Background: an optimization exercise with open tools, aiming at small area, a short achievable clock period and few clock cycles. Do not read the settings as production practice. In this exercise RTL edits were held to simulation tests only and were not proved equivalent to the original. Power figures rest on the tool's default switching activity, not on a simulated workload.

**design.v**
```verilog
package scea_pkg;
  localparam int MaxSprites = 64;
  localparam int IdxW       = $clog2(MaxSprites);
  localparam int CntW       = IdxW + 1;
  localparam logic [1:0] REG_BASE_WIDTH    = 2'd0;
  localparam logic [1:0] REG_WIDE_WIDTH    = 2'd1;
  localparam logic [1:0] REG_CENTRE_OFFSET = 2'd2;
  localparam logic [1:0] REG_SCREEN_HEIGHT = 2'd3;
  localparam int SpriteW = 56;   
endpackage
module scea_cmp #(
  parameter int W = 17
) (
  input  logic [W-1:0] a,
  input  logic [W-1:0] b,
  output logic         lt,
  output logic         gt
);
  logic [W-1:0] au, bu;
  logic [31:0] g [0:5];
  logic [31:0] l [0:5];
  assign au = a ^ (W'(1) << (W - 1));
  assign bu = b ^ (W'(1) << (W - 1));
  always_comb begin
    g[0] = '0; l[0] = '0;
    for (int i = 0; i < W; i++) begin
      g[0][i] = au[i] & ~bu[i];
      l[0][i] = ~au[i] & bu[i];
    end
    for (int k = 1; k < 6; k++) begin
      g[k] = '0; l[k] = '0;
      for (int i = 0; i < 16; i++) begin
        g[k][i] = g[k-1][2*i+1] | (~l[k-1][2*i+1] & g[k-1][2*i]);
        l[k][i] = l[k-1][2*i+1] | (~g[k-1][2*i+1] & l[k-1][2*i]);
      end
    end
  end
  assign lt = l[5][0];
  assign gt = g[5][0];
endmodule
module scea_near (
  input  logic [16:0] n_a, n_b, n_y, n_t, n_u, n_v,
  input  logic [16:0] s_x, s_r, s_y, s_t, s_u,
  input  logic        s_h0,
  output logic        x_ok, y_ok
);
  function automatic logic [1:0] cmp17(input logic [16:0] a, input logic [16:0] b);
    logic [31:0] g, l, g2, l2;
    logic [16:0] au, bu;
    au = a ^ 17'h10000;
    bu = b ^ 17'h10000;
    g = '0; l = '0;
    for (int i = 0; i < 17; i++) begin
      g[i] = au[i] & ~bu[i];
      l[i] = ~au[i] & bu[i];
    end
    for (int k = 0; k < 5; k++) begin
      g2 = '0; l2 = '0;
      for (int i = 0; i < 16; i++) begin
        g2[i] = g[2*i+1] | (~l[2*i+1] & g[2*i]);
        l2[i] = l[2*i+1] | (~g[2*i+1] & l[2*i]);
      end
      g = g2; l = l2;
    end
    cmp17 = {l[0], g[0]};
  endfunction
  logic [1:0] r1, r2, r3, r4, r5, r6;
  always_comb begin
    r1 = cmp17(n_a, s_r);
    r2 = cmp17(s_x, n_b);
    r3 = cmp17(n_u, s_y);
    r4 = cmp17(s_t, n_v);
    r5 = cmp17(s_u, n_t);
    r6 = cmp17(s_u, n_y);
  end
  assign x_ok = r1[1] && r2[1];
  assign y_ok = (!r3[1] && !r4[1]) || ((s_h0 ? r5[1] : !r5[0]) && !r6[1]);
endmodule
module scea_lowbit (
  input  logic [63:0] v,
  output logic [63:0] f
);
  logic [63:0] p [0:6];
  always_comb begin
    p[0] = {v[62:0], 1'b0};   
    for (int l = 0; l < 6; l++)
      for (int i = 0; i < 64; i++)
        p[l+1][i] = (i >= (1 << l)) ? (p[l][i] | p[l][i - (1 << l)]) : p[l][i];
  end
  assign f = v & ~p[6];
endmodule
module scea_highbit (
  input  logic [63:0] v,
  output logic [63:0] f
);
  logic [63:0] p [0:6];
  always_comb begin
    p[0] = {1'b0, v[63:1]};   
    for (int l = 0; l < 6; l++)
      for (int i = 0; i < 64; i++)
        p[l+1][i] = (i + (1 << l) < 64) ? (p[l][i] | p[l][i + (1 << l)]) : p[l][i];
  end
  assign f = v & ~p[6];
endmodule
module sprite_cluster_edge_anchor (
  input  logic               clk,
  input  logic               rst_n,
  input  logic               push,
  output logic               full,
  input  logic signed [15:0] in_sprite_x,
  input  logic signed [15:0] in_sprite_y,
  input  logic [11:0]        in_sprite_width,
  input  logic [11:0]        in_sprite_height,
  input  logic               in_frame_end,
  output logic               empty,
  input  logic               pop,
  output logic signed [15:0] out_moved_x,
  output logic               out_needs_clip,
  output logic               out_last_out,
  input  logic               cfg_we,
  input  logic [1:0]         cfg_index,
  input  logic [11:0]        cfg_data
);
  localparam int NS  = 64;
  localparam int BPS = 2;                     
  localparam int NST = (17 + BPS - 1) / BPS;  
  logic [11:0] base_r, wide_r, sh_r;
  logic [10:0] co_r;
  always_ff @(posedge clk) begin
    if (!rst_n) begin
      base_r <= 12'd640; wide_r <= 12'd854; co_r <= 11'd107; sh_r <= 12'd480;
    end else if (cfg_we) begin
      case (cfg_index)
        scea_pkg::REG_BASE_WIDTH:    base_r <= cfg_data;
        scea_pkg::REG_WIDE_WIDTH:    wide_r <= cfg_data;
        scea_pkg::REG_CENTRE_OFFSET: co_r   <= cfg_data[10:0];
        default:                     sh_r   <= cfg_data;
      endcase
    end
  end
  logic [11:0] base_q;
  logic [25:0] gap_h, gap_l, gap_s;
  logic [5:0]  gap_r;
  logic [28:0] nar_h, nar_l, far_h, far_l, nar_s, far_s;
  logic [11:0] cen_q, cen_s, far_q;
  logic [11:0] narrow_r, lo_r, hi_r;
  always_ff @(posedge clk) begin
    base_q <= base_r;
    gap_h <= 26'(base_q) * 26'h3300;
    gap_l <= 26'(base_q) * 26'h0034;
    nar_h <= 29'(base_q) * 29'h9900;
    nar_l <= 29'(base_q) * 29'h009a;
    far_h <= 29'(base_q) * 29'h7a00;
    far_l <= 29'(base_q) * 29'h00e2;
    cen_q <= {1'b0, base_q[11:1]};
    gap_s <= gap_h + gap_l;
    nar_s <= nar_h + nar_l;
    far_s <= far_h + far_l;
    cen_s <= cen_q;
    gap_r <= (gap_s[25:20] < 6'd2) ? 6'd2 : gap_s[25:20];
    narrow_r <= 12'(nar_s >> 16);
    far_q <= 12'(far_s >> 18);
    lo_r  <= cen_s - 12'(far_s >> 18);     
    hi_r  <= cen_s + 12'(far_s >> 18);     
  end
  logic        cap_v, sk_v, b1_v, b2_v;
  logic        cap_ld, b1_ld, b2_ld, c_fire;
  logic [2:0]  fcnt_r, fcnt_nxt;
  logic        full_r, acc;
  logic [56:0] cap_d, sk_d;    
  logic        ring_full_r, nq_full_r;
  logic [1:0]  cfg_hold;      
  assign acc    = push && !full_r;
  assign full   = full_r;
  assign c_fire = b2_v && !ring_full_r && !nq_full_r;
  assign b2_ld  = !b2_v || c_fire;
  assign b1_ld  = !b1_v || b2_ld;
  assign cap_ld = !cap_v || !sk_v || b1_ld;
  assign fcnt_nxt = fcnt_r + 3'(acc) - 3'(c_fire);
  always_ff @(posedge clk) begin
    if (!rst_n) begin
      cap_v <= 1'b0; sk_v <= 1'b0; b1_v <= 1'b0; b2_v <= 1'b0; fcnt_r <= '0; full_r <= 1'b0;
      cfg_hold <= '0;
    end else begin
      if (cap_ld) cap_v <= acc;
      if (b1_ld)  b1_v  <= sk_v || cap_v;
      if (b2_ld)  b2_v  <= b1_v;
      if (sk_v) sk_v <= !b1_ld || cap_v;
      else      sk_v <= cap_v && !b1_ld;
      fcnt_r <= fcnt_nxt;
      cfg_hold <= cfg_we ? 2'd3 : (cfg_hold == 2'd0) ? 2'd0 : cfg_hold - 2'd1;
      full_r <= (fcnt_nxt == 3'd4) || cfg_we || (cfg_hold > 2'd1);
    end
    if (cap_ld) cap_d <= {in_frame_end, in_sprite_x, in_sprite_y, in_sprite_width, in_sprite_height};
    if (sk_v ? b1_ld : !b1_ld) sk_d <= cap_d;
  end
  logic               c_fe;
  logic signed [15:0] c_x, c_y;
  logic [11:0]        c_w, c_h;
  assign {c_fe, c_x, c_y, c_w, c_h} = sk_v ? sk_d : cap_d;
  logic               b1_fe, b1_nz, b1_h0, b1_yneg;
  logic signed [15:0] b1_x, b1_y;
  logic signed [16:0] b1_r, b1_t, b1_u, b1_cv;   
  logic signed [15:0] b1_nx1, b1_nx2;           
  logic signed [12:0] b1_ww;                    
  always_ff @(posedge clk) begin
    if (b1_ld) begin
      b1_fe  <= c_fe; b1_nz <= (c_h != 12'd0); b1_h0 <= c_h[0]; b1_yneg <= c_y[15];
      b1_x   <= c_x; b1_y <= c_y;
      b1_r   <= 17'(c_x) + 17'(signed'({1'b0, c_w}));
      b1_t   <= 17'(c_y) + 17'(signed'({1'b0, c_h}));
      b1_u   <= 17'(c_y) + 17'(signed'({2'b0, c_h[11:1]}));
      b1_cv  <= 17'(c_y) + 17'(signed'({1'b0, 12'((13'(c_h) + 13'd1) >> 1)}));
      b1_nx1 <= c_x + 16'(co_r);
      b1_nx2 <= c_x + 16'({co_r, 1'b0});
      b1_ww  <= 13'(signed'({1'b0, wide_r})) - 13'(signed'({1'b0, c_w}));
    end
  end
  logic               b2_fe, b2_nz, b2_h0;
  logic signed [15:0] b2_x, b2_y;
  logic signed [16:0] b2_r, b2_t, b2_u, b2_cv;
  logic signed [16:0] b2_a, b2_b;   
  logic [2:0]         b2_cl;
  logic               yclip;
  logic [2:0]         n_cl;
  always_comb begin
    yclip = b1_yneg || !(b1_t < 17'(signed'({1'b0, sh_r})));
    for (int k = 0; k < 3; k++) begin
      logic signed [15:0] nx;
      nx = (k == 0) ? b1_x : (k == 1) ? b1_nx1 : b1_nx2;
      n_cl[k] = nx[15] || yclip || !(17'(nx) < 17'(b1_ww));
    end
  end
  always_ff @(posedge clk) begin
    if (b2_ld) begin
      b2_fe <= b1_fe; b2_nz <= b1_nz; b2_h0 <= b1_h0;
      b2_x <= b1_x; b2_y <= b1_y; b2_r <= b1_r; b2_t <= b1_t; b2_u <= b1_u; b2_cv <= b1_cv;
      b2_a <= 17'(b1_x) - 17'(signed'({1'b0, gap_r}));
      b2_b <= b1_r + 17'(signed'({1'b0, gap_r}));
      b2_cl <= n_cl;
    end
  end
  logic signed [15:0] s_x  [0:NS-1];
  logic signed [16:0] s_r  [0:NS-1];    
  logic signed [15:0] s_y  [0:NS-1];
  logic signed [16:0] s_t  [0:NS-1];    
  logic signed [16:0] s_u  [0:NS-1];    
  logic               s_h0 [0:NS-1];    
  logic               s_nz [0:NS-1];
  logic [2:0]         s_cl [0:NS-1];
  logic               s_last [0:NS-1];
  logic [1:0]         s_code [0:NS-1];  
  logic [5:0]         lab  [0:NS-1];    
  logic [NS-1:0]      cur_r;            
  logic [6:0] wp_r, rp_r, rl_r;         
  logic [6:0] occ_r;                    
  logic [5:0] kin_r;                    
  logic [5:0] wsl, rsl;
  assign wsl = wp_r[5:0];
  assign rsl = rp_r[5:0];
  logic [NS-1:0] near_c;
  logic          c_close;
  assign c_close = b2_fe || (kin_r == 6'd63);
  for (genvar s = 0; s < NS; s++) begin : g_cmp
    logic x_ok, y_ok;
    scea_near u_near (
      .n_a(b2_a), .n_b(b2_b), .n_y(17'(b2_y)), .n_t(b2_t), .n_u(b2_u), .n_v(b2_cv),
      .s_x(17'(s_x[s])), .s_r(s_r[s]), .s_y(17'(s_y[s])), .s_t(s_t[s]), .s_u(s_u[s]),
      .s_h0(s_h0[s]), .x_ok, .y_ok
    );
    assign near_c[s] = cur_r[s] && x_ok && y_ok && s_nz[s] && b2_nz;
  end
  always_ff @(posedge clk) begin
    if (c_fire) begin
      s_x[wsl] <= b2_x; s_r[wsl] <= b2_r; s_y[wsl] <= b2_y; s_t[wsl] <= b2_t; s_u[wsl] <= b2_u;
      s_h0[wsl] <= b2_h0; s_nz[wsl] <= b2_nz; s_cl[wsl] <= b2_cl; s_last[wsl] <= c_close;
    end
  end
  localparam int NQW = NS + 7;
  logic [NQW-1:0] nq0, nq1, nq_head;
  logic [1:0] nq_cnt;
  logic nq_wp, nq_rp, nq_pop;
  assign nq_head = nq_rp ? nq1 : nq0;
  always_ff @(posedge clk) begin
    if (!rst_n) begin
      nq_cnt <= '0; nq_wp <= 1'b0; nq_rp <= 1'b0; nq_full_r <= 1'b0;
    end else begin
      nq_cnt <= nq_cnt + 2'(c_fire) - 2'(nq_pop);
      nq_full_r <= (nq_cnt + 2'(c_fire) - 2'(nq_pop)) == 2'd2;
      if (c_fire) nq_wp <= !nq_wp;
      if (nq_pop) nq_rp <= !nq_rp;
    end
    if (c_fire && !nq_wp) nq0 <= {near_c, wsl, c_close};
    if (c_fire &&  nq_wp) nq1 <= {near_c, wsl, c_close};
  end
  logic          a_v, a_any, a_close;
  logic [NS-1:0] a_near, a_f1, a_f2;
  logic [5:0]    a_idx;
  logic          r_v, r_close;
  logic [NS-1:0] r_rem;
  logic [5:0]    r_idx;
  logic          p_v, p_ph, p_close;
  logic [NS-1:0] p_rem, p_f;
  logic [5:0]    p_idx;
  logic [NS-1:0] hd_near, hd_f1, hd_f2, p_first, p_oh, a_oh;
  logic [NS-1:0] base, deq_l, eq_t, drem;
  logic [5:0]    dsel1, dsel2, dselp, tcur, e1, tgt;
  logic          use_a, merge_p, find_p, act, a_ld, r_nz, p_nz, r_move, tok, tok_close;
  logic [5:0]    tok_idx;
  assign hd_near = nq_head[NQW-1:7];
  scea_lowbit  u_low0 (.v(hd_near), .f(hd_f1));
  scea_highbit u_hi0  (.v(hd_near), .f(hd_f2));
  scea_lowbit  u_low1 (.v(p_rem), .f(p_first));
  assign use_a   = !p_v && a_v;
  assign merge_p = p_v && p_ph;
  assign find_p  = p_v && !p_ph;
  assign a_ld    = !p_v;
  assign nq_pop  = a_ld && (nq_cnt != 2'd0);
  assign r_nz    = (r_rem != '0);
  assign p_nz    = (p_rem != '0);
  assign r_move  = !p_v && r_v && r_nz;
  always_comb begin
    for (int s = 0; s < NS; s++) begin
      p_oh[s] = (p_idx == 6'(s));
      a_oh[s] = (a_idx == 6'(s));
    end
    dsel1 = '0; dsel2 = '0; dselp = '0; tcur = '0;
    for (int s = 0; s < NS; s++) begin
      dsel1 = dsel1 | (lab[s] & {6{a_f1[s]}});
      dsel2 = dsel2 | (lab[s] & {6{a_f2[s]}});
      dselp = dselp | (lab[s] & {6{p_f[s]}});
      tcur  = tcur  | (lab[s] & {6{p_oh[s]}});    
    end
    e1   = p_v ? dselp : dsel1;
    tgt  = p_v ? tcur : a_idx;
    act  = merge_p || (use_a && a_any);
    base = p_v ? p_rem : a_near;
    for (int s = 0; s < NS; s++) begin
      deq_l[s] = act && ((lab[s] == e1) || (!p_v && lab[s] == dsel2));
      eq_t[s]  = p_v ? (lab[s] == tcur) : a_oh[s];
    end
    drem = base & ~deq_l;
    tok = 1'b0; tok_close = 1'b0; tok_idx = r_idx;
    if (find_p && !p_nz) begin
      tok = p_close; tok_idx = p_idx;
    end else if (!p_v && r_v && !r_nz) begin
      tok = r_close; tok_idx = r_idx;
    end
  end
  always_ff @(posedge clk) begin
    if (!rst_n) begin
      a_v <= 1'b0; r_v <= 1'b0; p_v <= 1'b0; p_ph <= 1'b0;
    end else begin
      if (a_ld) a_v <= (nq_cnt != 2'd0);
      if (use_a) r_v <= 1'b1;
      else if (!p_v) r_v <= 1'b0;
      if (r_move) begin
        p_v <= 1'b1; p_ph <= 1'b0;
      end else if (find_p) begin
        if (p_nz) p_ph <= 1'b1;
        else p_v <= 1'b0;
      end else if (merge_p) p_ph <= 1'b0;
    end
    if (a_ld) begin
      a_near <= hd_near; a_f1 <= hd_f1; a_f2 <= hd_f2; a_any <= (hd_near != '0);
      a_idx <= nq_head[6:1]; a_close <= nq_head[0];
    end
    if (use_a) begin
      r_rem <= drem; r_idx <= a_idx; r_close <= a_close;
    end
    if (r_move) begin
      p_rem <= r_rem; p_idx <= r_idx; p_close <= r_close;
    end else if (find_p) p_f <= p_first;
    else if (merge_p) p_rem <= drem;
  end
  logic          m_v, m_tok;
  logic [5:0]    m_tgt, m_tki;
  logic [NS-1:0] m_mask;
  always_ff @(posedge clk) begin
    if (!rst_n) begin
      m_v <= 1'b0; m_tok <= 1'b0;
    end else begin
      m_v <= use_a || merge_p;
      m_tok <= tok;
    end
    m_tgt <= tgt; m_tki <= tok_idx;
    m_mask <= deq_l | eq_t;
  end
  logic [NS-1:0] e_cmin [0:NST];
  logic [NS-1:0] e_cmax [0:NST];
  logic [15:0]   e_min  [0:NST];
  logic [16:0]   e_max  [0:NST];
  logic          e_v [0:NST];
  logic          e_close [0:NST];    
  logic [5:0]    e_tgt [0:NST];
  logic [5:0]    e_tki [0:NST];      
  assign e_cmin[0] = m_mask; assign e_cmax[0] = m_mask;
  assign e_min[0] = '0; assign e_max[0] = '0;
  assign e_v[0] = m_v; assign e_close[0] = m_tok; assign e_tgt[0] = m_tgt; assign e_tki[0] = m_tki;
  for (genvar k = 0; k < NST; k++) begin : g_elim
    logic [NS-1:0] cmin, cmax;
    logic [15:0]   vmin;
    logic [16:0]   vmax;
    always_comb begin
      cmin = e_cmin[k]; cmax = e_cmax[k]; vmin = e_min[k]; vmax = e_max[k];
      for (int b = 15 - BPS * k; b > 15 - BPS * (k + 1) && b >= 0; b--) begin
        logic [NS-1:0] zb;
        logic any;
        for (int s = 0; s < NS; s++) zb[s] = cmin[s] && !(s_x[s][b] ^ (b == 15));
        any = |zb;
        vmin[b] = !any;
        if (any) cmin = zb;
      end
      for (int b = 16 - BPS * k; b > 16 - BPS * (k + 1) && b >= 0; b--) begin
        logic [NS-1:0] ob;
        logic any;
        for (int s = 0; s < NS; s++) ob[s] = cmax[s] && (s_r[s][b] ^ (b == 16));
        any = |ob;
        vmax[b] = any;
        if (any) cmax = ob;
      end
    end
    always_ff @(posedge clk) begin
      if (!rst_n) begin
        e_v[k+1] <= 1'b0; e_close[k+1] <= 1'b0;
      end else begin
        e_v[k+1] <= e_v[k]; e_close[k+1] <= e_close[k];
      end
      e_cmin[k+1] <= cmin; e_cmax[k+1] <= cmax; e_min[k+1] <= vmin; e_max[k+1] <= vmax;
      e_tgt[k+1] <= e_tgt[k]; e_tki[k+1] <= e_tki[k];
    end
  end
  logic               g1_v, g1_close, g2_v, g2_close;
  logic [5:0]         g1_tgt, g2_tgt, g1_tki, g2_tki;
  logic signed [17:0] g1_cw, g1_cs;
  logic [1:0]         g2_code;
  logic signed [17:0] lo2_r, lo2m_r, hi2_r, hi2m_r;
  always_ff @(posedge clk) begin
    lo2_r  <= 18'(signed'({1'b0, lo_r, 1'b0}));
    lo2m_r <= 18'(signed'({1'b0, lo_r, 1'b0})) - 18'sd1;
    hi2_r  <= 18'(signed'({1'b0, hi_r, 1'b0})) + 18'sd2;
    hi2m_r <= 18'(signed'({1'b0, hi_r, 1'b0})) + 18'sd1;
  end
  always_ff @(posedge clk) begin
    logic signed [15:0] gl;
    logic signed [16:0] gr;
    logic below, above, narrow;
    gl = signed'(e_min[NST] ^ 16'h8000);
    gr = signed'(e_max[NST] ^ 17'h10000);
    if (!rst_n) begin
      g1_v <= 1'b0; g2_v <= 1'b0; g1_close <= 1'b0; g2_close <= 1'b0;
    end else begin
      g1_v <= e_v[NST]; g2_v <= g1_v; g1_close <= e_close[NST]; g2_close <= g1_close;
    end
    g1_tgt <= e_tgt[NST]; g1_tki <= e_tki[NST];
    g1_cw <= 18'(gr) - 18'(gl);
    g1_cs <= 18'(gl) + 18'(gr);
    narrow = g1_cw < 18'(signed'({1'b0, narrow_r}));
    below  = g1_cs < (g1_cs[17] ? lo2m_r : lo2_r);
    above  = !(g1_cs < (g1_cs[17] ? hi2m_r : hi2_r));
    g2_tgt <= g1_tgt; g2_tki <= g1_tki;
    g2_code <= !narrow ? 2'd1 : below ? 2'd0 : above ? 2'd2 : 2'd1;
  end
  always_ff @(posedge clk) begin
    for (int s = 0; s < NS; s++)
      if (g2_v && lab[s] == g2_tgt) s_code[s] <= g2_code;
  end
  logic o_take;     
  logic o1_v, o1_ld, o2_v, o2_ld;
  logic rd_ok_r;    
  assign o_take = rd_ok_r && o1_ld;
  always_ff @(posedge clk) begin
    logic [6:0] rp_n, rl_n, occ_n;
    rp_n = rp_r + 7'(o_take);
    rl_n = rl_r;
    if (g2_close) rl_n = rl_r + 7'(6'(g2_tki - rl_r[5:0])) + 7'd1;
    occ_n = occ_r + 7'(c_fire) - 7'(o_take);
    if (!rst_n) begin
      wp_r <= '0; rp_r <= '0; rl_r <= '0; occ_r <= '0; kin_r <= '0; cur_r <= '0;
      rd_ok_r <= 1'b0; ring_full_r <= 1'b0;
    end else begin
      if (c_fire) begin
        wp_r <= wp_r + 7'd1;
        if (c_close) begin
          kin_r <= '0; cur_r <= '0;
        end else begin
          kin_r <= kin_r + 6'd1; cur_r[wsl] <= 1'b1;
        end
      end
      rl_r <= rl_n; rp_r <= rp_n; occ_r <= occ_n;
      rd_ok_r <= (rp_n != rl_n);
      ring_full_r <= occ_n[6];
    end
  end
  always_ff @(posedge clk) begin
    for (int s = 0; s < NS; s++) begin
      if (!rst_n) lab[s] <= 6'(s);
      else if (c_fire && wsl == 6'(s)) lab[s] <= 6'(s);
      else if (o_take && rsl == 6'(s)) lab[s] <= 6'(s);
      else if (deq_l[s]) lab[s] <= tgt;
    end
  end
  logic signed [15:0] o1_x, o2_x;
  logic [2:0]         o1_cl;
  logic [1:0]         o1_code;
  logic               o1_last, o2_cl, o2_last;
  logic               h_v, q_v;
  logic signed [15:0] h_x, q_x;
  logic               h_cl, h_last, q_cl, q_last;
  logic               o2_w;      
  assign o2_w  = o2_v && !q_v;
  assign o2_ld = !o2_v || o2_w;
  assign o1_ld = !o1_v || o2_ld;
  always_ff @(posedge clk) begin
    if (!rst_n) begin
      o1_v <= 1'b0; o2_v <= 1'b0; h_v <= 1'b0; q_v <= 1'b0;
    end else begin
      if (o1_ld) o1_v <= rd_ok_r;
      if (o2_ld) o2_v <= o1_v;
      if (!h_v || pop) begin
        if (q_v) begin
          h_v <= 1'b1; q_v <= o2_w;
        end else begin
          h_v <= o2_w;
        end
      end else begin
        if (o2_w) q_v <= 1'b1;
      end
    end
    if (o_take) begin
      o1_x    <= s_x[rsl];
      o1_cl   <= s_cl[rsl];
      o1_code <= s_code[rsl];
      o1_last <= s_last[rsl];
    end
    if (o2_ld) begin
      o2_x    <= o1_x + 16'((o1_code == 2'd0) ? 12'd0 : (o1_code == 2'd1) ? {1'b0, co_r} : {co_r, 1'b0});
      o2_cl   <= o1_cl[o1_code];
      o2_last <= o1_last;
    end
    if (!h_v || pop) begin
      if (q_v) begin
        h_x <= q_x; h_cl <= q_cl; h_last <= q_last;
      end else begin
        h_x <= o2_x; h_cl <= o2_cl; h_last <= o2_last;
      end
    end
    if ((h_v && !pop && o2_w) || (q_v && (!h_v || pop))) begin
      q_x <= o2_x; q_cl <= o2_cl; q_last <= o2_last;
    end
  end
  assign empty          = !h_v;
  assign out_moved_x    = h_x;
  assign out_needs_clip = h_cl;
  assign out_last_out   = h_last;
endmodule
```
**config.mk**
```make
export PLATFORM = sky130hd
export DESIGN_NAME = sprite_cluster_edge_anchor
export DESIGN_NICKNAME = sprite_cluster_edge_anchor
export VERILOG_FILES = /design/flow/design.v
export SDC_FILE = /design/flow/constraint.sdc
export NUM_CORES = 8
export LEC_CHECK = 0
export CAP_MARGIN = 20
export CORE_MARGIN = 2
export CORE_UTILIZATION = 40
export SETUP_SLACK_MARGIN = 5
export SLEW_MARGIN = 20
export SYNTH_HIERARCHICAL = 1
export TNS_END_PERCENT = 0
```
**constraint.sdc**
```tcl
create_clock -name core_clock -period 12.0 [get_ports {clk}]
set_input_delay 2.4000 -clock core_clock [delete_from_list [all_inputs] [get_ports {clk}]]
set_output_delay 2.4000 -clock core_clock [all_outputs]
set_load 0.01 [all_outputs]
```
**run.sh**
```bash
#!/bin/bash
# synth_recipe.tcl (not shown) runs the flow's synth.tcl, then flattens the netlist and writes it again
# the make line also repeats each setting of config.mk as NAME=value (left out here)
make -C /OpenROAD-flow-scripts/flow DESIGN_CONFIG=/design/flow/config.mk WORK_HOME=/design/flow/orfs CLKGATE_MAP_FILE= SYNTH_SCRIPT=/design/flow/synth_recipe.tcl finish
```
==> impl_metrics.tcl, run 1 <==
set metrics [dict create \
    required_ps 13080 \
    dr.pass1.iters 9 \
    wl_met2_microns 1210000 \
    regArea_sq_um 250000 \
    clock.fmax_mhz 139 \
    grt_setup_unrepaired "false" \
    place.gp.congestion 1.12 \
    cts_root_buffer "clkbuf_16" \
    routed_wl_microns 2920000 \
    grt_pass1_wl_microns 3730000 \
    holdPathEnd "e_tki[6][5]$_DFF_P_" \
    synth_fa_ha_area_frac 0.104 \
    post_synth.cell_area_avg_sq_um 11.1 \
    dp_hpwl_microns 2090000 \
    drv_slew 0 \
    cts_resized 0 \
    final_nets 46187 \
    synth_top_area_cell "edfxtp_1" \
    multiInputGateArea_sq_um 212000 \
    maxUsedRoutingLayer "met5" \
    p_leak_uw 0.201 \
    synth_compound_area_frac 0.139 \
    finalSetupTns_ps 0 \
    antenna_found_initial 538 \
    drt_first_iter_violations 68028 \
    rr_startpoint "lab[15][4]$_SDFFE_PP0P_" \
    final_area_sq_um 556000 \
    hold_buffers 0 \
    ir_drop_v 0.000473 \
    fillers 109841 \
    synth_top_area_frac 0.425 \
    ys_warn_count 32 \
    gr-total-overflow 0 \
    num_vias 418823 \
    worst_pin_slew_ps 1390 \
    dpl_cell_area_sq_um 518000 \
    reg2reg_depth 10 \
    post_cts_buffers 0 \
    route.detailed.drc 0 \
    rows 404 \
    cp.arrival_ps 8270 \
    synthCells 43689 \
    cts_tree "built" \
    min_period_ps 7190 \
    syn_to_final_growth_pct 14.8 \
    setup.worst_path.start_class "register" \
    syn_nets 44356 \
    grt_usage 0.461 \
    hold_start "e_tki[5][5]$_DFF_P_" \
    dieWidth_microns 1100 \
    cts_sinks 9042 \
    synth_xor_area_frac 0.0334 \
    crit_path_end_kind "register" \
    min_path_cells 0 \
    cts_made_buffers 1147 \
    drt-met1-wl_microns 1080000 \
    finClkSkew_ps 121 \
    outcome "timing/DRC/antenna clean" \
    relSlewSlack 0.0729 \
    core-area_sq_um 1210000 \
    vias_per_cell 6.65 \
    synth-edff-count 6849 \
    synth.yosys.seq_area_share 0.516 \
    first_global_vias 380579 \
    cp_max_fo 26 \
    h-tree-depth 7 \
    reg2reg_setup_slack_ps 4810 \
    start_util 0.401 \
    wl_met3_microns 350000 \
    clk_latency_ps 1360 \
    finalSetupViolCount 0 \
    period_share 0.599 \
    synthSimpleGateAreaFrac 0.125 \
    ant_nets 0 \
    ys_ff_latch 9042 \
    ios 96 \
    hold_class "register to register" \
    synth_ff_type "edfxtp_1" \
    die_area_sq_um 1220000 \
    power_density_nw_per_um2 208 \
    critical_path_class "register to register" \
    die_h_microns 1100 \
    finalHoldViolations 0 \
    grt_max_degree 151 \
    cap_violations 0 \
    synth_area_leaders "edfxtp_1, dfxtp_1, maj3_1, inv_1, nor2b_1" \
    r2r_end "m_mask[4]$_DFF_P_" \
    synth_top_family_by_area "compound AO/OA/AOI/OAI gates" \
    portBuffers 95 \
    muxShareOfSynthArea 0.0302 \
    clk_pin_slew_ps 60 \
    wire_per_inst_microns 46.3 \
    synth_cell_types 96 \
    cts_buffer_depth 6 \
    syn_area_sq_um 484000 \
    layout-drive-gt1-share 0.125 \
    async_flop_share 0 \
]
-- worst max-delay path by stage --
stage	to	slack, ps	depth (start not counted)	startpoint
2_1_floorplan	sk_d[0]$_DFFE_PP_	4330	6	occ_r[6]$_SDFF_PN0_
3_3_place_gp	m_mask[53]$_DFF_P_	4460	12	p_idx[4]$_DFFE_PP_
3_5_place_dp	m_mask[40]$_DFF_P_	5470	11	p_v$_SDFFE_PN0P_
4_1_cts	m_mask[4]$_DFF_P_	5530	10	a_f1[4]$_DFFE_PN_
5_1_grt	m_mask[4]$_DFF_P_	4970	10	a_f1[39]$_DFFE_PN_
6_report	m_mask[4]$_DFF_P_	4810	10	lab[15][4]$_SDFFE_PP0P_
-- where the power goes --
part           total (uW)  internal, uW  switching [uW]
registers           38500         36300            2170
logic               42600         10700           31900
clock network       34200         19800           14500
total              115000         66700           48600
-- cell usage in the layout (no fill, tap or decap), types with 195 or more instances in the layout --
cell type and instances:
dfxtp_1 1883, nor2b_1 2473, o2111ai_1 217, a2111oi_0 368
xor2_1 928, nand4_1 737, a22oi_1 474, dfxtp_2 292
nand3_1 770, inv_1 5299, mux2i_1 368, nor4_1 381
mux4_2 421, o22ai_1 315, a22o_1 422, diode_2 584
nor3_1 308, edfxtp_1 6849, a21oi_1 2274, a221oi_1 372
o211ai_1 724, o221ai_1 331, clkbuf_16 1183, nor2_1 1544
buf_4 1741, o221a_2 464, ha_1 486, xnor2_1 913
maj3_2 320, a221o_1 195, o21ai_0 1567, nand2b_1 2039
nand2_1 1689, maj3_1 3840, clkbuf_1 256
-- metrics by stage --
step,std cells,total power [uW],setup WS [ps],utilization,hold WS [ps]
2_1_floorplan,43689,59700,4330,-,310
6_report,62974,115000,4810,0.460,274
4_1_cts,62374,113000,5530,0.458,266
3_5_place_dp,60392,79400,5470,0.429,312
3_3_place_gp,60345,78900,4460,0.428,310
5_1_grt,62602,117000,4970,0.459,284
-- modules after synthesis (local to each module, per instance) --
module / cell area [sq um] / flip-flops and latches / copies in the design / cells
scea_near: 2030 / 0 / 64 / 313
scea_highbit: 1000 / 0 / 1 / 172
scea_lowbit: 1130 / 0 / 2 / 158
sprite_cluster_edge_anchor: 351000 / 9042 / 1 / 23169
-- critical path, stage by stage, from the launching register on --
cell and delay, ps:
dfxtp_2 310, buf_4 290, a22o_1 270, a221oi_1 920
nand4_1 900, or4_1 870, o41ai_2 160, buf_4 700
xnor2_1 210, o41ai_4 1050, a211o_1 1130
-- cells by family (layout without fill, tap and decap cells) --
kind of cell	Yosys count	after routing
flip-flops	9042	9042
AO/OA/AOI/OAI	9533	9533
AND/OR/NAND/NOR	10984	10984
XOR/XNOR	1846	1846
multiplexers	918	918
other	0	584
buffers and inverters	6615	9279
adder cells (fa/ha/maj)	4751	4751
-- registers in the layout, summed over array words and instances (netlist names), 71 cells and up --
signal,cells
e_min,88
e_cmax,512
lab,384
e_cmin,448
e_max,89
s_cl,192
s_t,1088
s_r,1088
nq0,71
s_x,1024
nq1,71
s_y,1024
s_u,1088
s_code,128
-- cell usage after synthesis (all sizes together) (345+ instances only) --
cell type	number
a2111oi	434
edfxtp	6849
nand3	773
nor3	346
nor2	1628
mux4	421
mux2i	371
maj3	4160
nand2b	2040
xnor2	915
nand2	1695
inv	5308
clkbuf	778
ha	487
o21ai	1670
o211ai	724
nand4	737
o221ai	345
a22oi	475
nor4	486
a22o	422
a21oi	2283
buf	529
dfxtp	2193
o221a	464
nor2b	2543
a221oi	379
xor2	931
-- routing by layer --
metal | up-vias | track usage
li1 | 165687 | -
met1 | 212993 | 0.565
met2 | 31891 | 0.667
met3 | 8122 | 0.157
met4 | 130 | 0.356
met5 | - | 0.00105
-- final cells by class --
type,count,area share
flip-flops and latches,9042,0.450
multi-input cells,28032,0.381
clock buffers,1507,0.0567
well taps,16037,0.0361
inverters,5308,0.0359
repair buffers,1989,0.0305
clock inverters,475,0.00746
diodes,584,0.00263
Testbench counts, summed over its fixed seeds: cycles 7,285.
==> run 2: changes to the inputs <==
--- a/design.v
+++ b/design.v
@@ -43,3 +43,2 @@
   input  logic [16:0] s_x, s_r, s_y, s_t, s_u,
-  input  logic        s_h0,
   output logic        x_ok, y_ok
@@ -76,3 +75,3 @@
   assign x_ok = r1[1] && r2[1];
-  assign y_ok = (!r3[1] && !r4[1]) || ((s_h0 ? r5[1] : !r5[0]) && !r6[1]);
+  assign y_ok = (!r3[1] && !r4[1]) || (((s_t[0] ^ s_y[0]) ? r5[1] : !r5[0]) && !r6[1]);
 endmodule
@@ -124,3 +123,3 @@
   localparam int NS  = 64;
-  localparam int BPS = 2;                     
+  localparam int BPS = 3;                     
   localparam int NST = (17 + BPS - 1) / BPS;  
@@ -141,6 +140,7 @@
   logic [11:0] base_q;
-  logic [25:0] gap_h, gap_l, gap_s;
+  logic [15:0] gp [0:3], np [0:3], fp [0:3];
+  logic [25:0] gap_a, gap_b, gap_s;
+  logic [28:0] nar_a, nar_b, far_a, far_b, nar_s, far_s;
   logic [5:0]  gap_r;
-  logic [28:0] nar_h, nar_l, far_h, far_l, nar_s, far_s;
-  logic [11:0] cen_q, cen_s, far_q;
+  logic [11:0] cen_q, cen_p, cen_s;
   logic [11:0] narrow_r, lo_r, hi_r;
@@ -148,16 +148,21 @@
     base_q <= base_r;
-    gap_h <= 26'(base_q) * 26'h3300;
-    gap_l <= 26'(base_q) * 26'h0034;
-    nar_h <= 29'(base_q) * 29'h9900;
-    nar_l <= 29'(base_q) * 29'h009a;
-    far_h <= 29'(base_q) * 29'h7a00;
-    far_l <= 29'(base_q) * 29'h00e2;
+    for (int k = 0; k < 4; k++) begin
+      gp[k] <= 16'(base_q) * 16'((16'h3334 >> (4 * k)) & 16'hf);
+      np[k] <= 16'(base_q) * 16'((16'h999a >> (4 * k)) & 16'hf);
+      fp[k] <= 16'(base_q) * 16'((16'h7ae2 >> (4 * k)) & 16'hf);
+    end
     cen_q <= {1'b0, base_q[11:1]};
-    gap_s <= gap_h + gap_l;
-    nar_s <= nar_h + nar_l;
-    far_s <= far_h + far_l;
-    cen_s <= cen_q;
+    gap_a <= (26'(gp[3]) << 12) + (26'(gp[2]) << 8);
+    gap_b <= (26'(gp[1]) << 4) + 26'(gp[0]);
+    nar_a <= (29'(np[3]) << 12) + (29'(np[2]) << 8);
+    nar_b <= (29'(np[1]) << 4) + 29'(np[0]);
+    far_a <= (29'(fp[3]) << 12) + (29'(fp[2]) << 8);
+    far_b <= (29'(fp[1]) << 4) + 29'(fp[0]);
+    cen_p <= cen_q;
+    nar_s <= nar_a + nar_b;
+    far_s <= far_a + far_b;
+    cen_s <= cen_p;
+    gap_s  = gap_a + gap_b;
     gap_r <= (gap_s[25:20] < 6'd2) ? 6'd2 : gap_s[25:20];
     narrow_r <= 12'(nar_s >> 16);
-    far_q <= 12'(far_s >> 18);
     lo_r  <= cen_s - 12'(far_s >> 18);     
@@ -170,3 +175,3 @@
   logic [56:0] cap_d, sk_d;    
-  logic        ring_full_r, nq_full_r;
+  logic        ring_full_r, nq_v, p_v;
   logic [1:0]  cfg_hold;      
@@ -174,3 +179,3 @@
   assign full   = full_r;
-  assign c_fire = b2_v && !ring_full_r && !nq_full_r;
+  assign c_fire = b2_v && !ring_full_r && (!nq_v || !p_v);
   assign b2_ld  = !b2_v || c_fire;
@@ -190,3 +195,3 @@
       fcnt_r <= fcnt_nxt;
-      cfg_hold <= cfg_we ? 2'd3 : (cfg_hold == 2'd0) ? 2'd0 : cfg_hold - 2'd1;
+      cfg_hold <= cfg_we ? 2'd2 : (cfg_hold == 2'd0) ? 2'd0 : cfg_hold - 2'd1;
       full_r <= (fcnt_nxt == 3'd4) || cfg_we || (cfg_hold > 2'd1);
@@ -200,3 +205,3 @@
   assign {c_fe, c_x, c_y, c_w, c_h} = sk_v ? sk_d : cap_d;
-  logic               b1_fe, b1_nz, b1_h0, b1_yneg;
+  logic               b1_fe, b1_nz, b1_yneg;
   logic signed [15:0] b1_x, b1_y;
@@ -207,3 +212,3 @@
     if (b1_ld) begin
-      b1_fe  <= c_fe; b1_nz <= (c_h != 12'd0); b1_h0 <= c_h[0]; b1_yneg <= c_y[15];
+      b1_fe  <= c_fe; b1_nz <= (c_h != 12'd0); b1_yneg <= c_y[15];
       b1_x   <= c_x; b1_y <= c_y;
@@ -218,3 +223,3 @@
   end
-  logic               b2_fe, b2_nz, b2_h0;
+  logic               b2_fe, b2_nz;
   logic signed [15:0] b2_x, b2_y;
@@ -235,3 +240,3 @@
     if (b2_ld) begin
-      b2_fe <= b1_fe; b2_nz <= b1_nz; b2_h0 <= b1_h0;
+      b2_fe <= b1_fe; b2_nz <= b1_nz;
       b2_x <= b1_x; b2_y <= b1_y; b2_r <= b1_r; b2_t <= b1_t; b2_u <= b1_u; b2_cv <= b1_cv;
@@ -247,3 +252,2 @@
   logic signed [16:0] s_u  [0:NS-1];    
-  logic               s_h0 [0:NS-1];    
   logic               s_nz [0:NS-1];
@@ -268,3 +272,3 @@
       .s_x(17'(s_x[s])), .s_r(s_r[s]), .s_y(17'(s_y[s])), .s_t(s_t[s]), .s_u(s_u[s]),
-      .s_h0(s_h0[s]), .x_ok, .y_ok
+      .x_ok, .y_ok
     );
@@ -275,3 +279,3 @@
       s_x[wsl] <= b2_x; s_r[wsl] <= b2_r; s_y[wsl] <= b2_y; s_t[wsl] <= b2_t; s_u[wsl] <= b2_u;
-      s_h0[wsl] <= b2_h0; s_nz[wsl] <= b2_nz; s_cl[wsl] <= b2_cl; s_last[wsl] <= c_close;
+      s_nz[wsl] <= b2_nz; s_cl[wsl] <= b2_cl; s_last[wsl] <= c_close;
     end
@@ -279,17 +283,9 @@
   localparam int NQW = NS + 7;
-  logic [NQW-1:0] nq0, nq1, nq_head;
-  logic [1:0] nq_cnt;
-  logic nq_wp, nq_rp, nq_pop;
-  assign nq_head = nq_rp ? nq1 : nq0;
+  logic [NQW-1:0] nq_head;
+  logic           nq_pop;
   always_ff @(posedge clk) begin
-    if (!rst_n) begin
-      nq_cnt <= '0; nq_wp <= 1'b0; nq_rp <= 1'b0; nq_full_r <= 1'b0;
-    end else begin
-      nq_cnt <= nq_cnt + 2'(c_fire) - 2'(nq_pop);
-      nq_full_r <= (nq_cnt + 2'(c_fire) - 2'(nq_pop)) == 2'd2;
-      if (c_fire) nq_wp <= !nq_wp;
-      if (nq_pop) nq_rp <= !nq_rp;
-    end
-    if (c_fire && !nq_wp) nq0 <= {near_c, wsl, c_close};
-    if (c_fire &&  nq_wp) nq1 <= {near_c, wsl, c_close};
+    if (!rst_n) nq_v <= 1'b0;
+    else if (c_fire) nq_v <= 1'b1;
+    else if (nq_pop) nq_v <= 1'b0;
+    if (c_fire) nq_head <= {near_c, wsl, c_close};
   end
@@ -301,9 +297,13 @@
   logic [5:0]    r_idx;
-  logic          p_v, p_ph, p_close;
+  logic          p_ph, p_close;
   logic [NS-1:0] p_rem, p_f;
-  logic [5:0]    p_idx;
-  logic [NS-1:0] hd_near, hd_f1, hd_f2, p_first, p_oh, a_oh;
-  logic [NS-1:0] base, deq_l, eq_t, drem;
-  logic [5:0]    dsel1, dsel2, dselp, tcur, e1, tgt;
-  logic          use_a, merge_p, find_p, act, a_ld, r_nz, p_nz, r_move, tok, tok_close;
+  logic [5:0]    p_idx, p_tgt;
+  logic [NS-1:0] pe1, pe2, pep, pet;
+  logic          m_v, m_tok;
+  logic [5:0]    m_tgt, m_tki;
+  logic [NS-1:0] m_mask;
+  logic [NS-1:0] hd_near, hd_f1, hd_f2, p_first, p_oh, a_oh, rf1, rf2;
+  logic [NS-1:0] eqa1, eqa2, deq_l, eq_t, drem;
+  logic [5:0]    l1, l2, lp, lt, tgt;
+  logic          use_a, merge_p, find_p, act, a_ld, r_nz, p_nz, r_move, tok, k1, k2;
   logic [5:0]    tok_idx;
@@ -317,3 +317,3 @@
   assign a_ld    = !p_v;
-  assign nq_pop  = a_ld && (nq_cnt != 2'd0);
+  assign nq_pop  = a_ld && nq_v;
   assign r_nz    = (r_rem != '0);
@@ -326,19 +326,21 @@
     end
-    dsel1 = '0; dsel2 = '0; dselp = '0; tcur = '0;
-    for (int s = 0; s < NS; s++) begin
-      dsel1 = dsel1 | (lab[s] & {6{a_f1[s]}});
-      dsel2 = dsel2 | (lab[s] & {6{a_f2[s]}});
-      dselp = dselp | (lab[s] & {6{p_f[s]}});
-      tcur  = tcur  | (lab[s] & {6{p_oh[s]}});    
-    end
-    e1   = p_v ? dselp : dsel1;
-    tgt  = p_v ? tcur : a_idx;
+    k1 = |(a_f1 & m_mask);
+    k2 = |(a_f2 & m_mask);
+    eqa1 = !m_v ? pe1 : k1 ? m_mask : (pe1 & ~m_mask);
+    eqa2 = !m_v ? pe2 : k2 ? m_mask : (pe2 & ~m_mask);
     act  = merge_p || (use_a && a_any);
-    base = p_v ? p_rem : a_near;
+    deq_l = !act ? '0 : p_v ? pep : (eqa1 | eqa2);
+    eq_t  = p_v ? pet : a_oh;
+    tgt   = p_v ? p_tgt : a_idx;
+    drem  = (p_v ? p_rem : a_near) & ~deq_l;
+    rf1 = a_ld ? hd_f1 : a_f1;
+    rf2 = a_ld ? hd_f2 : a_f2;
+    l1 = '0; l2 = '0; lp = '0; lt = '0;
     for (int s = 0; s < NS; s++) begin
-      deq_l[s] = act && ((lab[s] == e1) || (!p_v && lab[s] == dsel2));
-      eq_t[s]  = p_v ? (lab[s] == tcur) : a_oh[s];
+      l1 = l1 | (lab[s] & {6{rf1[s]}});
+      l2 = l2 | (lab[s] & {6{rf2[s]}});
+      lp = lp | (lab[s] & {6{p_first[s]}});
+      lt = lt | (lab[s] & {6{p_oh[s]}});    
     end
-    drem = base & ~deq_l;
-    tok = 1'b0; tok_close = 1'b0; tok_idx = r_idx;
+    tok = 1'b0; tok_idx = r_idx;
     if (find_p && !p_nz) begin
@@ -353,3 +355,3 @@
     end else begin
-      if (a_ld) a_v <= (nq_cnt != 2'd0);
+      if (a_ld) a_v <= nq_v;
       if (use_a) r_v <= 1'b1;
@@ -372,8 +374,12 @@
       p_rem <= r_rem; p_idx <= r_idx; p_close <= r_close;
-    end else if (find_p) p_f <= p_first;
-    else if (merge_p) p_rem <= drem;
+    end else if (find_p) begin
+      p_f <= p_first; p_tgt <= lt;
+    end else if (merge_p) p_rem <= drem;
+    for (int s = 0; s < NS; s++) begin
+      pe1[s] <= (lab[s] == l1);
+      pe2[s] <= (lab[s] == l2);
+      pep[s] <= (lab[s] == lp);
+      pet[s] <= (lab[s] == lt);
+    end
   end
-  logic          m_v, m_tok;
-  logic [5:0]    m_tgt, m_tki;
-  logic [NS-1:0] m_mask;
   always_ff @(posedge clk) begin
@@ -399,2 +405,10 @@
   assign e_v[0] = m_v; assign e_close[0] = m_tok; assign e_tgt[0] = m_tgt; assign e_tki[0] = m_tki;
+  logic [NS-1:0] pmin [0:15];
+  logic [NS-1:0] pmax [0:16];
+  always_comb begin
+    for (int b = 0; b < 16; b++)
+      for (int s = 0; s < NS; s++) pmin[b][s] = !(s_x[s][b] ^ (b == 15));
+    for (int b = 0; b < 17; b++)
+      for (int s = 0; s < NS; s++) pmax[b][s] = s_r[s][b] ^ (b == 16);
+  end
   for (genvar k = 0; k < NST; k++) begin : g_elim
@@ -404,18 +418,28 @@
     always_comb begin
+      logic [NS-1:0] z1, z0a, z0b;
+      logic a1, a0a, a0b;
       cmin = e_cmin[k]; cmax = e_cmax[k]; vmin = e_min[k]; vmax = e_max[k];
-      for (int b = 15 - BPS * k; b > 15 - BPS * (k + 1) && b >= 0; b--) begin
-        logic [NS-1:0] zb;
-        logic any;
-        for (int s = 0; s < NS; s++) zb[s] = cmin[s] && !(s_x[s][b] ^ (b == 15));
-        any = |zb;
-        vmin[b] = !any;
-        if (any) cmin = zb;
+      for (int b = 15 - BPS * k; b > 15 - BPS * (k + 1) && b >= 0; b -= 2) begin
+        if (b - 1 > 15 - BPS * (k + 1) && b >= 1) begin
+          z1 = cmin & pmin[b]; z0a = z1 & pmin[b-1]; z0b = cmin & pmin[b-1];
+          a1 = |z1; a0a = |z0a; a0b = |z0b;
+          vmin[b] = !a1; vmin[b-1] = !(a1 ? a0a : a0b);
+          cmin = a1 ? (a0a ? z0a : z1) : (a0b ? z0b : cmin);
+        end else begin
+          z1 = cmin & pmin[b]; a1 = |z1;
+          vmin[b] = !a1;
+          if (a1) cmin = z1;
+        end
       end
-      for (int b = 16 - BPS * k; b > 16 - BPS * (k + 1) && b >= 0; b--) begin
-        logic [NS-1:0] ob;
-        logic any;
-        for (int s = 0; s < NS; s++) ob[s] = cmax[s] && (s_r[s][b] ^ (b == 16));
-        any = |ob;
-        vmax[b] = any;
-        if (any) cmax = ob;
+      for (int b = 16 - BPS * k; b > 16 - BPS * (k + 1) && b >= 0; b -= 2) begin
+        if (b - 1 > 16 - BPS * (k + 1) && b >= 1) begin
+          z1 = cmax & pmax[b]; z0a = z1 & pmax[b-1]; z0b = cmax & pmax[b-1];
+          a1 = |z1; a0a = |z0a; a0b = |z0b;
+          vmax[b] = a1; vmax[b-1] = a1 ? a0a : a0b;
+          cmax = a1 ? (a0a ? z0a : z1) : (a0b ? z0b : cmax);
+        end else begin
+          z1 = cmax & pmax[b]; a1 = |z1;
+          vmax[b] = a1;
+          if (a1) cmax = z1;
+        end
       end
@@ -432,6 +456,5 @@
   end
-  logic               g1_v, g1_close, g2_v, g2_close;
-  logic [5:0]         g1_tgt, g2_tgt, g1_tki, g2_tki;
-  logic signed [17:0] g1_cw, g1_cs;
-  logic [1:0]         g2_code;
+  logic               g_v;
+  logic [5:0]         g_tgt;
+  logic [1:0]         g_code;
   logic signed [17:0] lo2_r, lo2m_r, hi2_r, hi2m_r;
@@ -446,2 +469,3 @@
     logic signed [16:0] gr;
+    logic signed [17:0] cw, cs;
     logic below, above, narrow;
@@ -449,15 +473,11 @@
     gr = signed'(e_max[NST] ^ 17'h10000);
-    if (!rst_n) begin
-      g1_v <= 1'b0; g2_v <= 1'b0; g1_close <= 1'b0; g2_close <= 1'b0;
-    end else begin
-      g1_v <= e_v[NST]; g2_v <= g1_v; g1_close <= e_close[NST]; g2_close <= g1_close;
-    end
-    g1_tgt <= e_tgt[NST]; g1_tki <= e_tki[NST];
-    g1_cw <= 18'(gr) - 18'(gl);
-    g1_cs <= 18'(gl) + 18'(gr);
-    narrow = g1_cw < 18'(signed'({1'b0, narrow_r}));
-    below  = g1_cs < (g1_cs[17] ? lo2m_r : lo2_r);
-    above  = !(g1_cs < (g1_cs[17] ? hi2m_r : hi2_r));
-    g2_tgt <= g1_tgt; g2_tki <= g1_tki;
-    g2_code <= !narrow ? 2'd1 : below ? 2'd0 : above ? 2'd2 : 2'd1;
+    cw = 18'(gr) - 18'(gl);
+    cs = 18'(gl) + 18'(gr);
+    narrow = cw < 18'(signed'({1'b0, narrow_r}));
+    below  = cs < (cs[17] ? lo2m_r : lo2_r);
+    above  = !(cs < (cs[17] ? hi2m_r : hi2_r));
+    if (!rst_n) g_v <= 1'b0;
+    else g_v <= e_v[NST];
+    g_tgt <= e_tgt[NST];
+    g_code <= !narrow ? 2'd1 : below ? 2'd0 : above ? 2'd2 : 2'd1;
   end
@@ -465,3 +485,3 @@
     for (int s = 0; s < NS; s++)
-      if (g2_v && lab[s] == g2_tgt) s_code[s] <= g2_code;
+      if (g_v && lab[s] == g_tgt) s_code[s] <= g_code;
   end
@@ -475,3 +495,3 @@
     rl_n = rl_r;
-    if (g2_close) rl_n = rl_r + 7'(6'(g2_tki - rl_r[5:0])) + 7'd1;
+    if (e_close[NST]) rl_n = rl_r + 7'(6'(e_tki[NST] - rl_r[5:0])) + 7'd1;
     occ_n = occ_r + 7'(c_fire) - 7'(o_take);
==> flow/run.sh (new file) <==
#!/bin/bash
# Layout: the standard flow (standard.sh), with its standard synthesis
# unchanged; placement, clock tree and routing then ask repair_timing for
# extra setup margin (worst path only) so that the layout runs faster than
# the clock requires, the ports are buffered with buf_4 cells, and global
# routing keeps more room free on met1/met2 (flow/fastroute.tcl).
set -uo pipefail
bash standard.sh synth > synth.log 2>&1 || exit 1
bash standard.sh SETUP_SLACK_MARGIN=8 TNS_END_PERCENT=0 "BUFFER_PORTS_ARGS=-buffer_cell sky130_fd_sc_hd__buf_4" "FASTROUTE_TCL=$PWD/flow/fastroute.tcl" finish > layout.log 2>&1
==> flow/fastroute.tcl (new file) <==
# global routing: leave more room on met1 and met2, where the detailed router
# reaches the cell pins, and route more on the upper layers
set_global_routing_layer_adjustment met1 0.45
set_global_routing_layer_adjustment met2 0.35
set_global_routing_layer_adjustment met3-$::env(MAX_ROUTING_LAYER) 0.15

set_routing_layers -clock $::env(MIN_CLK_ROUTING_LAYER)-$::env(MAX_ROUTING_LAYER)
set_routing_layers -signal $::env(MIN_ROUTING_LAYER)-$::env(MAX_ROUTING_LAYER)
==> standard.sh (new file) <==
#!/bin/bash
# synth_recipe.tcl (not shown) runs the flow's synth.tcl, then flattens the netlist and writes it again
# the make line also repeats each setting of config.mk as NAME=value (left out here)
make -C /OpenROAD-flow-scripts/flow DESIGN_CONFIG=/design/flow/config.mk WORK_HOME=/design/flow/orfs CLKGATE_MAP_FILE= SYNTH_SCRIPT=/design/flow/synth_recipe.tcl "${@:-finish}"
--- a/config.mk
+++ b/config.mk
@@ -7,8 +7,6 @@
 export LEC_CHECK = 0
-export CAP_MARGIN = 20
+export CAP_MARGIN = 40
 export CORE_MARGIN = 2
 export CORE_UTILIZATION = 40
-export SETUP_SLACK_MARGIN = 5
-export SLEW_MARGIN = 20
+export SLEW_MARGIN = 40
 export SYNTH_HIERARCHICAL = 1
-export TNS_END_PERCENT = 0
removed: run.sh
==> run 2 against run 1 <==
  * Sequential cell count fell by 352
  * Largest cell class unchanged
  * Wire length rose by 8.7%
  * Combinational power fell by about 40%
  * Sequential power fell by about 10%
  * Via count rose by 4.9%
  * Maximum frequency rose by 35%
  * Critical path depth rose by 5
  * Non-clock buffer count rose by 465
  * Synthesized cell count rose by 3.2%
  * Synthesized area rose by 0.37%
==> impl_metrics.tcl, run 2 <==
set metrics [dict create \
    outcome "timing/DRC/antenna clean" \
    synth_cell_types 106 \
    synth_compound_area_frac 0.150 \
    period_share 0.444 \
    timing.hold.ws_ps 319 \
    grt_max_degree 132 \
    cts_root_buffer "clkbuf_16" \
    r2r_end "p_rem[7]$_DFFE_PP_" \
    power_frac_seq 0.369 \
    layout-drive-gt1-share 0.153 \
    final_common_cell "edfxtp_1" \
    num_vias 439456 \
    synth_ff_type "edfxtp_1" \
    async_flop_share 0 \
    finalHoldViolations 0 \
    cap_violations 0 \
    cts_buffer_depth 6 \
    vias_per_cell 6.73 \
    hold_start "e_tgt[3][2]$_DFF_P_" \
    synth_top_family_by_area "compound AO/OA/AOI/OAI gates" \
    dieWidth_microns 1110 \
    cts_tree "built" \
    final_nets 47779 \
    rr_startpoint "m_mask[2]$_DFF_P_" \
    p_clk_frac 0.358 \
    synthSimpleGateAreaFrac 0.132 \
    min_period_ps 5330 \
    synth.yosys.seq_area_share 0.493 \
    required_ps 13000 \
    ant_nets 0 \
    clk_latency_ps 1460 \
    finalSetupTns_ps 0 \
    synth_top_area_cell "edfxtp_1" \
    combinationalPowerShare 0.273 \
    min_path_cells 0 \
    synth_fa_ha_area_frac 0.0962 \
    holdPathEnd "e_tgt[4][2]$_DFF_P_" \
    synth_xor_area_frac 0.0419 \
    cp_max_fo 24 \
    core-area_sq_um 1210000 \
    rows 404 \
    post_synth.cell_area_avg_sq_um 10.8 \
    clock.fmax_mhz 188 \
    grt_usage 0.602 \
    reg_top3 "s_r (1088), s_t (1088), s_u (1088)" \
    routed_wl_microns 3170000 \
    cts_made_buffers 1106 \
    drv_slew 0 \
    ys_ff_latch 8690 \
    power_density_nw_per_um2 164 \
    ios 96 \
    place.gp.congestion 1.21 \
    synth_commonest_cells "edfxtp_1, inv_1, maj3_1" \
    portBuffers 95 \
    reg2reg_depth 15 \
    internal-power_uw 61200 \
    synth_top_area_frac 0.403 \
    hold_buffers 0 \
    muxShareOfSynthArea 0.0354 \
    totalPowerFinal_uw 93600 \
    switching_share 0.347 \
    final_cell_mix "edfxtp_1, inv_1, maj3_1" \
    reg2reg_setup_slack_ps 6670 \
    route.detailed.drc 0 \
    switchingPower_uw 32500 \
    finClkSkew_ps 229 \
    hold_class "register to register" \
    drt_first_iter_violations 48427 \
    synthCells 45068 \
    wire_per_inst_microns 48.6 \
    ir_drop_v 0.000150 \
    finalSetupViolCount 0 \
    dr.pass1.iters 8 \
    yosysMostFrequentCell "edfxtp_1" \
    syn_nets 45623 \
    crit_path_end_kind "register" \
    dp_hpwl_microns 2170000 \
    cp.arrival_ps 6330 \
    relSlewSlack 0.0238 \
    syn_to_final_growth_pct 17.7 \
    drt-met1-wl_microns 1010000 \
    syn_area_sq_um 486000 \
    synth_area_leaders "edfxtp_1, dfxtp_1, maj3_1, inv_1, nor2b_1" \
    h-tree-depth 7 \
    fin_util 0.473 \
    maxUsedRoutingLayer "met5" \
    start_util 0.401 \
    first_global_vias 428011 \
    ys_warn_count 42 \
    p_leak_uw 0.205 \
    cts_sinks 8690 \
    clk_pin_slew_ps 70 \
    setup.worst_path.start_class "register" \
    antenna_found_initial 684 \
    wl_met3_microns 569000 \
    worst_pin_slew_ps 1460 \
    critical_path_class "register to register" \
    synth-edff-count 6526 \
    die_h_microns 1110 \
    die_area_sq_um 1220000 \
    gr-total-overflow 0 \
    grt_setup_unrepaired "true" \
    grt_pass1_wl_microns 4160000 \
    wl_met2_microns 1160000 \
]
[run 2: cell types whose count changed in the layout (fill, tap and decap cells not counted), sizes merged, moves of 246 or more]
cell,delta
xnor2,+550
edfxtp,-323
a31oi,+246
a21oi,-603
buf,+506
nor3,+289
diode,+660
a221oi,+632
a211oi,+303
o211ai,-278
o221a,-331
nor2b,-275
[run 2: how the worst max path moves through the flow]
stage | to | cells past startpoint | start | slack (ps)
global placement | e_cmin[1][34]$_DFF_P_ | 16 | m_mask[16]$_DFF_P_ | 4840
global route | p_rem[35]$_DFFE_PP_ | 14 | m_mask[62]$_DFF_P_ | 6560
floorplan | sk_d[0]$_DFFE_PP_ | 9 | p_v$_SDFFE_PN0P_ | 4820
CTS | e_cmin[3][36]$_DFF_P_ | 16 | s_x[42][9]$_DFFE_PP_ | 7200
finish | p_rem[7]$_DFFE_PP_ | 15 | m_mask[2]$_DFF_P_ | 6670
detailed placement | e_cmin[1][5]$_DFF_P_ | 17 | m_mask[35]$_DFF_P_ | 5330
[run 2: modules after synthesis, one instance, submodules excluded]
module                      cells inside  times used  flops+latches  cell area [sq um]
scea_lowbit                          158           2              0               1130
sprite_cluster_edge_anchor         25124           1           8690             356000
scea_highbit                         172           1              0               1000
scea_near                            304          64              0               1980
[run 2: cell type report]
class | instances | area, sq um
Antenna cell | 1244 | 3110
Clock buffer | 1426 | 30400
Clock inverter | 449 | 4510
Fill cell | 109467 | 638000
Inverter | 5212 | 19600
Multi-Input combinational cell | 29760 | 229000
Sequential cell | 8690 | 240000
Tap cell | 16037 | 20100
Timing Repair Buffer | 2454 | 25600
[run 2: routing by layer]
layer  vias to the layer above  GRT usage
met5                         -      0.208
met4                       557      0.533
met2                     36959      0.747
met1                    213568      0.687
met3                     15174      0.460
li1                     173198          -
[run 2: cells by family after synthesis]
group           after synthesis
xor+xnor                   2321
mux                        1151
simple gates              11630
compound gates            10203
flops                      8690
buf+inv                    6626
fa+ha+maj                  4447
[run 2: metrics by stage]
| stage | setup WS (ps) | area [sq um] | instances |
|---|---|---|---|
| 2_1_floorplan | 4820 | 486000 | 45068 |
| 3_3_place_gp | 4840 | 518000 | 61535 |
| 5_1_grt | 6560 | 571000 | 64760 |
| 6_report | 6670 | 572000 | 65272 |
| 3_5_place_dp | 5330 | 521000 | 61635 |
| 4_1_cts | 7200 | 563000 | 63781 |
[run 2: worst max-delay path, stage by stage, from the launching register on]
cell      delay [ps]
dfxtp_1          390
buf_8            240
a22o_1           300
a221oi_1         300
nand4_1          220
or4_4            670
nand2_2          160
buf_4            170
buf_16           210
a22oi_1          230
a221oi_1         400
a21oi_1           90
or2_4            260
buf_12           170
and2_1           350
mux2_2           260
[run 2: power groups by stage]
stage / Combinational (uW) / Clock [uW] / Sequential (uW)
after global routing: 26400 / 34600 / 34600
after detailed placement: 22500 / 0 / 35200
after floorplan: 10900 / 0 / 36600
final: 25500 / 33500 / 34600
after global placement: 22100 / 0 / 35200
after CTS: 23700 / 33500 / 34500
[run 2: timing repair]
| item | 4_1_cts | 5_1_grt |
|---|---|---|
| endpoints found under the setup margin | 5586 | 5158 |
| gates cloned | 45 | 13 |
| gates resized for setup | 939 | 388 |
| hold endpoints to repair | 0 | 0 |
| pin swaps | 102 | 88 |
| buffers inserted | 226 | 152 |
Testbench counts of run 2, summed over its fixed seeds: cycles 7,070.

## static timing again, ports no longer ideal
The flow's constraints put no driver on any port. The routed layouts listed below were extracted and timed again, unchanged, in two steps. Step 1 sets driving cells, clkbuf_16 on the clock port and buf_2 on the other inputs (assumed; they add their load-dependent delay and slew). Step 2 times the ports against the registers' clock, not the clock port: input delays grow and output delays shrink by t, the midpoint of the rising clock arrivals with the driver on. Three values: no drivers, after step 1, after step 2; two values: the first two.
run	shift t [ns]	setup slack, ns	hold slack, ns	worst setup path after step 2	worst data-port slew with drivers (ns)
run 1	1.488	4.809 / 4.809 / 4.809	0.274 / 0.274 / 0.274	register to register	0.18
run 2	1.544	6.667 / 6.667 / 6.438	0.319 / 0.319 / 0.319	input to register	0.56
After both steps setup and hold are still met in every run listed. The setup slack of run 2, which loses most, moves by 0.000 ns with the drivers and by -0.229 ns with both steps.
